This design comes from an exercise in tuning for small area, a short achievable clock period and few clock cycles per item on the open sky130 flow, not from production work.
Function was checked by simulation only, so behaviour that the tests miss may differ from the original.
Power and IR drop assume default switching activity.

[design.v]
package act_pkg;
  localparam int LANE_W = 32;
  typedef enum logic [1:0] {
    ACT_BYPASS = 2'b00,
    ACT_RELU   = 2'b01,
    ACT_LEAKY  = 2'b10,
    ACT_CLIP   = 2'b11
  } act_mode_e;
  function automatic logic is_zero(input logic [LANE_W-1:0] x);
    is_zero = (x[LANE_W-2:0] == '0);
  endfunction
endpackage
module act_lane_pre
#(
  parameter int SHW = 5
) (
  input  logic [act_pkg::LANE_W-1:0] x,
  input  logic [1:0]                 mode,
  input  logic [SHW-1:0]             shift,
  input  logic [act_pkg::LANE_W-2:0] himask,    
  input  logic [act_pkg::LANE_W-1:0] clip,
  input  logic                       clip_zero,  
  output logic [act_pkg::LANE_W-1:0] r,
  output logic [2:0]                 fine,
  output logic                       csel,
  output logic                       zero
);
  localparam int MW = act_pkg::LANE_W - 1;
  logic          s;
  logic [MW-1:0] m;
  logic          m_nz, t_nz, gt, leaky_neg, kill;
  logic [MW-1:0] coarse;
  always_comb begin
    s         = x[MW];
    m         = x[MW-1:0];
    m_nz      = |m;
    t_nz      = |(m & himask);
    gt        = m > clip[MW-1:0];
    coarse    = m >> {shift[SHW-1:3], 3'b000};
    leaky_neg = (mode == act_pkg::ACT_LEAKY) && s;
    kill      = s && (mode == act_pkg::ACT_RELU || mode == act_pkg::ACT_CLIP);
    csel      = (mode == act_pkg::ACT_CLIP) && !s && gt;
    fine      = leaky_neg ? shift[2:0] : 3'd0;
    if (kill)           r[MW-1:0] = '0;
    else if (leaky_neg) r[MW-1:0] = coarse;
    else                r[MW-1:0] = m;
    case (mode)
      act_pkg::ACT_BYPASS: r[MW] = s;
      act_pkg::ACT_LEAKY:  r[MW] = s && t_nz;
      default:             r[MW] = 1'b0;
    endcase
    case (mode)
      act_pkg::ACT_BYPASS: zero = !m_nz;
      act_pkg::ACT_RELU:   zero = s || !m_nz;
      act_pkg::ACT_LEAKY:  zero = s ? !t_nz : !m_nz;
      default:             zero = s || !m_nz || clip_zero;
    endcase
  end
endmodule
module act_lane_post
(
  input  logic [act_pkg::LANE_W-1:0] r,
  input  logic [2:0]                 fine,
  input  logic                       csel,
  input  logic [act_pkg::LANE_W-1:0] clip,
  output logic [act_pkg::LANE_W-1:0] y
);
  localparam int MW = act_pkg::LANE_W - 1;
  always_comb begin
    if (csel) y = clip;
    else      y = {r[MW], r[MW-1:0] >> fine};
  end
endmodule
module act_stream_unit
#(
  parameter int LANES = 6,
  parameter int BEATS = 6,
  parameter int SHW   = 5,
  localparam int ZCW  = $clog2(LANES*BEATS+1),
  localparam int CW   = $clog2(BEATS)
) (
  input  logic                    clk,
  input  logic                    rst_n,
  input  logic [1:0]              mode_i,
  input  logic [SHW-1:0]          shift_i,
  input  logic [act_pkg::LANE_W-1:0]       clip_i,
  input  logic                    in_valid,
  output logic                    in_ready,
  input  logic [LANES*act_pkg::LANE_W-1:0] in_data,
  output logic                    out_valid,
  input  logic                    out_ready,
  output logic [LANES*act_pkg::LANE_W-1:0] out_data,
  output logic                    out_last,
  output logic [ZCW-1:0]          out_zero_cnt
);
  localparam int W  = act_pkg::LANE_W;
  localparam logic [CW-1:0] LAST_BEAT = CW'(BEATS-1);
  logic [CW-1:0]  beat_cnt;      
  logic           v_q;
  logic [1:0]     mode_q;
  logic [SHW-1:0] shift_q;
  logic [W-1:0]   clip_q;
  logic [LANES*W-1:0] r_q;
  logic [3*LANES-1:0] fine_q;
  logic [LANES-1:0]   csel_q;
  logic [LANES-1:0]   zero_q;
  logic               last_q;
  logic [ZCW-1:0]     zprev_q;   
  logic               first, accept;
  logic [1:0]         mode_e;
  logic [SHW-1:0]     shift_e;
  logic [W-1:0]       clip_e;
  logic [W-2:0]       himask;
  logic               clip_zero;
  logic [LANES*W-1:0] r_d;
  logic [3*LANES-1:0] fine_d;
  logic [LANES-1:0]   csel_d;
  logic [LANES-1:0]   zero_d;
  logic [ZCW-1:0]     zcur;
  assign in_ready  = !v_q || out_ready;
  assign accept    = in_valid && in_ready;
  assign out_valid = v_q;
  assign out_last  = last_q;
  assign first     = (beat_cnt == '0);
  assign mode_e    = first ? mode_i  : mode_q;
  assign shift_e   = first ? shift_i : shift_q;
  assign clip_e    = first ? clip_i  : clip_q;
  assign clip_zero = (clip_e[W-2:0] == '0);
  always_comb begin
    for (int i = 0; i < W-1; i++) himask[i] = (i >= shift_e);
  end
  for (genvar g = 0; g < LANES; g++) begin : g_lane
    act_lane_pre #(.SHW(SHW)) u_pre (
      .x         (in_data[g*W +: W]),
      .mode      (mode_e),
      .shift     (shift_e),
      .himask    (himask),
      .clip      (clip_e),
      .clip_zero (clip_zero),
      .r         (r_d[g*W +: W]),
      .fine      (fine_d[3*g +: 3]),
      .csel      (csel_d[g]),
      .zero      (zero_d[g])
    );
    act_lane_post u_post (
      .r    (r_q[g*W +: W]),
      .fine (fine_q[3*g +: 3]),
      .csel (csel_q[g]),
      .clip (clip_q),
      .y    (out_data[g*W +: W])
    );
  end
  always_comb begin
    zcur = '0;
    for (int i = 0; i < LANES; i++) zcur = zcur + ZCW'(zero_q[i]);
  end
  assign out_zero_cnt = zprev_q + zcur;
  always_ff @(posedge clk or negedge rst_n) begin
    if (!rst_n) begin
      beat_cnt <= '0;
      v_q      <= 1'b0;
    end else begin
      if (in_ready) v_q <= in_valid;
      if (accept)   beat_cnt <= (beat_cnt == LAST_BEAT) ? '0 : beat_cnt + 1'b1;
    end
  end
  always_ff @(posedge clk) begin
    if (in_ready) begin
      r_q    <= r_d;
      fine_q <= fine_d;
      csel_q <= csel_d;
    end
    if (accept) begin
      zero_q  <= zero_d;
      last_q  <= (beat_cnt == LAST_BEAT);
      zprev_q <= first ? '0 : zprev_q + zcur;
      if (first) begin
        mode_q  <= mode_i;
        shift_q <= shift_i;
        clip_q  <= clip_i;
      end
    end
  end
endmodule
[run.sh]
#!/bin/bash
# synth_recipe.tcl (not shown) runs the flow's synth.tcl, then flattens the netlist and writes it again
# the make line also repeats each setting of config.mk as NAME=value (left out here)
make -C /OpenROAD-flow-scripts/flow DESIGN_CONFIG=/design/flow/config.mk WORK_HOME=/design/flow/orfs CLKGATE_MAP_FILE= SYNTH_SCRIPT=/design/flow/synth_recipe.tcl finish
[config.mk]
export PLATFORM = sky130hd
export DESIGN_NAME = act_stream_unit
export DESIGN_NICKNAME = act_stream_unit
export VERILOG_FILES = /design/flow/design.v
export SDC_FILE = /design/flow/constraint.sdc
export NUM_CORES = 4
export LEC_CHECK = 0
export CAP_MARGIN = 20
export CORE_MARGIN = 2
export CORE_UTILIZATION = 30
export SLEW_MARGIN = 20
[constraint.sdc]
create_clock -name core_clock -period 7.5 [get_ports {clk}]
set_input_delay 1.5000 -clock core_clock [delete_from_list [all_inputs] [get_ports {clk}]]
set_output_delay 1.5000 -clock core_clock [all_outputs]
set_load 0.01 [all_outputs]
==> results.py <==
metrics = {
    "run_status": {
        "status": "complete, no violations",
    },
    "cts": {
        "cts_tree": "yes",
        "postCtsResizedCells": 0,
        "h-tree-depth": 2,
        "tritoncts.num_buffers": 37,
        "clk_path_buf_depth": 3,
        "clock-sinks": 272,
        "holdBufCountCts": 0,
        "clkSlewWorstSetupHoldPaths_ps": 60,
        "cts_setup_buffers": 0,
        "cts-root-buf": "clkbuf_16",
        "insertion_delay_ps": 590,
    },
    "global_routing": {
        "grt_pass1_vias": 25300,
        "grt-ovfl-total": 0,
        "grt_use_total_pct": 30.78,
        "antenna_found_initial": 15,
        "grt_max_degree": 74,
        "grt_pass1_wl_um": 197100,
    },
    "pwr": {
        "p_leak_nw": 13.15,
        "peakVddDrop_mv": 0.2565,
        "p_per_area_mw_per_mm2": 351.1,
    },
    "logic_synthesis": {
        "synth_warnings": 3,
        "synth_edf_count": 268,
        "ys_seq_area_share_pct": 30.83,
        "synth_largest_area_cell": "edfxtp_1",
        "ys_ff_latch": 272,
        "yosys_most_used_dff": "edfxtp_1",
        "syn-cell-area_sq_mm": 0.02643,
        "yosysTopAreaCellShare_pct": 30.45,
        "syn_avg_cell_area_sq_um": 9.184,
        "synth_cells": 2878,
        "synth_common_cells": "nand2_1, edfxtp_1, nor2_1, a21oi_1, o21ai_0",
        "synth.most_common_cell": "nand2_1",
        "synth_nets": 3306,
        "async_flop_share_pct": 1.471,
        "synth.distinct_cells": 81,
        "ys_top_cells_by_area": "edfxtp_1, mux4_2, ha_1, mux2i_1, nand2_1",
    },
    "sta": {
        "worst_slack_ps": 2012,
        "period_share_pct": 73.18,
        "setup_viol": 0,
        "relSlewSlack_pct": 9.686,
        "worst_pin_slew_ps": 1317,
        "rsz0062_at_grt": "false",
        "tns_ps": 0,
        "fin_crit_ps": 5488,
        "max_freq_mhz": 182.2,
        "drv_slew": 0,
        "hold_viol_final": 0,
        "clock-skew-final_ps": 25.30,
    },
    "routing": {
        "remaining_drc_errors": 0,
        "via_per_inst": 6.301,
        "firstDrtPassIters": 11,
        "dr_total_vias": 27980,
        "antenna_left": 0,
        "wl_um": 145400,
        "drtIter0Drc": 5077,
        "routedWlPerCell_um": 32.74,
    },
    "worst_setup_path": {
        "crit_type": "flop to primary output",
        "crit_path_max_incr_delay_ps": 570,
        "critPathRequiredTime_ps": 6000,
        "cp_top_family": "adder cells",
        "path_max_fanout": 2,
        "path_buf_inv": 3,
        "cp_slowest_cell": "clkdlybuf4s50_1",
        "cp_common_cell": "fa_1",
        "arrival_ps": 3990,
        "end_kind": "primary output",
        "crit_path_start_kind": "flop",
        "crit_chain": "fa_1, inv_1, fa_1, inv_1, fa_1, fa_1, a21o_1, nand2_1, xnor2_1, clkdlybuf4s50_1",
    },
    "placement": {
        "io_buffers": 435,
        "hpwl_um": 106000,
        "place_inst": 4367,
        "gp_congestion": 1.017,
        "place_ws_ps": 2203,
        "dpl_cell_area_sq_mm": 0.03222,
    },
    "cells_and_area": {
        "design_area_sq_mm": 0.03347,
        "drive_gt1_share_pct": 10.43,
        "finalNonFillerCells": 4440,
        "area_delta_synth_final_pct": 26.62,
        "multi_input_area_sq_mm": 0.01733,
        "seqCellArea_sq_mm": 0.008148,
        "fillers": 8730,
        "nets": 3680,
    },
    "worst_hold_path": {
        "min_path_type": "flop to flop",
    },
    "floorplan": {
        "die_w_um": 300.8,
        "die_area_sq_mm": 0.09049,
        "dieHeight_um": 300.8,
        "core-area_sq_mm": 0.08702,
        "row_count": 108,
        "start_util_pct": 30.37,
        "ioPinCount": 436,
    },
    "run": {
        "drv_cap": 0,
    },
}
## cell type report
type	instances	area share, %
multi-input combinational	2345	51.78
sequential	272	24.35
timing repair buffer	530	15.14
tap	1155	4.318
clock buffer	40	2.800
clock inverter	26	0.8263
inverter	66	0.7403
antenna	6	0.04486
## kinds of logic (layout without fill, tap and decap cells)
logic type	Yosys count	in the layout	share of synthesized area, %
simple gates	986	986	17.22
compound gates	808	808	19.92
mux	353	353	18.71
flops	272	272	30.83
buf+inv	261	662	3.910
fa+ha+maj	193	193	9.250
xor+xnor	5	5	0.1657
other cells	0	6	0
## state kept, by name, summed over array words and instances (netlist names)
name      flops
r_q         192
clip_q       32
fine_q       18
csel_q        6
zero_q        6
zprev_q       6
shift_q       5
beat_cnt      3
mode_q        2
last_q        1
v_q           1
## path summary, 6_finish.rpt
path                                  start         endpoint  slack, ps  depth (start not counted)
min in group asynchronous             rst_n              v_q       1130                          1
worst max register to register  beat_cnt[0]          r_q[11]       2520                          9
worst max-delay path              zero_q[3]  out_zero_cnt[4]       2010                         10
worst min register to register  beat_cnt[0]      beat_cnt[0]        640                          1
worst min-delay path            beat_cnt[0]      beat_cnt[0]        640                          1
max in group asynchronous             rst_n      beat_cnt[2]       6190                          1
## placed cells by master, fill, tap and decap left out, types with 9 or more instances in the layout
| master | count |
|---|---|
| clkdlybuf4s50_1 | 435 |
| nand2_1 | 422 |
| edfxtp_1 | 268 |
| nor2_1 | 213 |
| a21oi_1 | 209 |
| o21ai_0 | 207 |
| mux2i_1 | 198 |
| ha_1 | 189 |
| a22oi_1 | 118 |
| mux4_2 | 106 |
| buf_4 | 95 |
| nand4_1 | 60 |
| inv_1 | 55 |
| and3_1 | 55 |
| nor4_1 | 53 |
| a211oi_1 | 48 |
| a222oi_1 | 46 |
| a21o_1 | 43 |
| nor2b_1 | 40 |
| mux2_2 | 38 |
| nor3_1 | 37 |
| clkbuf_16 | 37 |
| nand3_1 | 34 |
| a22o_1 | 28 |
| and2_1 | 22 |
| a221oi_1 | 16 |
| clkinv_1 | 12 |
| o21a_1 | 11 |
| nand2b_1 | 9 |
## worst reg2reg max path, delay by kind of cell, from the launching register on
kind	cells	cell delay, ps
flip-flops	1	460
AND/OR/NAND/NOR	3	2530
multiplexers	1	240
buffers and inverters	3	1180
AO/OA/AOI/OAI	2	400
## per-stage QoR
step / power, mW / util (%) / hold WS, ps
after floorplan: 6.240 / - / 529.1
after global placement: 9.539 / 37.00 / 604.9
after detailed placement: 9.594 / 37.03 / 634.3
after CTS: 11.45 / 38.42 / 642.6
after global routing: 12.15 / 38.44 / 689.5
final: 11.75 / 38.46 / 636.7
## where the power goes
group          switching [mW]  total [mW]  internal, mW
Sequential              0.514        2.67          2.15
Combinational            4.33        7.24          2.91
Clock                   0.788        1.85          1.06
## per-layer routing
metal | share of wire, % | vias up | track usage (%)
li1 | - | 11920 | -
met1 | 39 | 13470 | 40.90
met2 | 40 | 2157 | 42.70
met3 | 15 | 404 | 13.65
met4 | 5.1 | 28 | 13.27
met5 | 0.25 | - | 1.587
Testbench counts, summed over its fixed seeds: cycles 4,808, beats 4,800.

==> what the ideal ports hide <==
Ports are ideal in the flow. The routed layout listed here was re-timed in OpenROAD.
Step 1 sets driving cells, clkbuf_16 on the clock port and buf_2 on the other inputs (assumed; they add their load-dependent delay and slew).
Step 2, shift: input delay + t, output delay - t, t = (earliest + latest rising clock arrival at the registers) / 2. This alone moves slack from input paths to output paths.
Slacks: ideal / step 1 / step 2; pairs: ideal / step 1.
t (ns): 0.641
setup WS [ns]: 2.012 / 1.945 / 2.003
worst data-port slew with drivers (ns): 0.15
After both steps this run still meets setup and hold. The setup slack of this run moves by -0.067 ns with the drivers and by -0.009 ns with both steps.
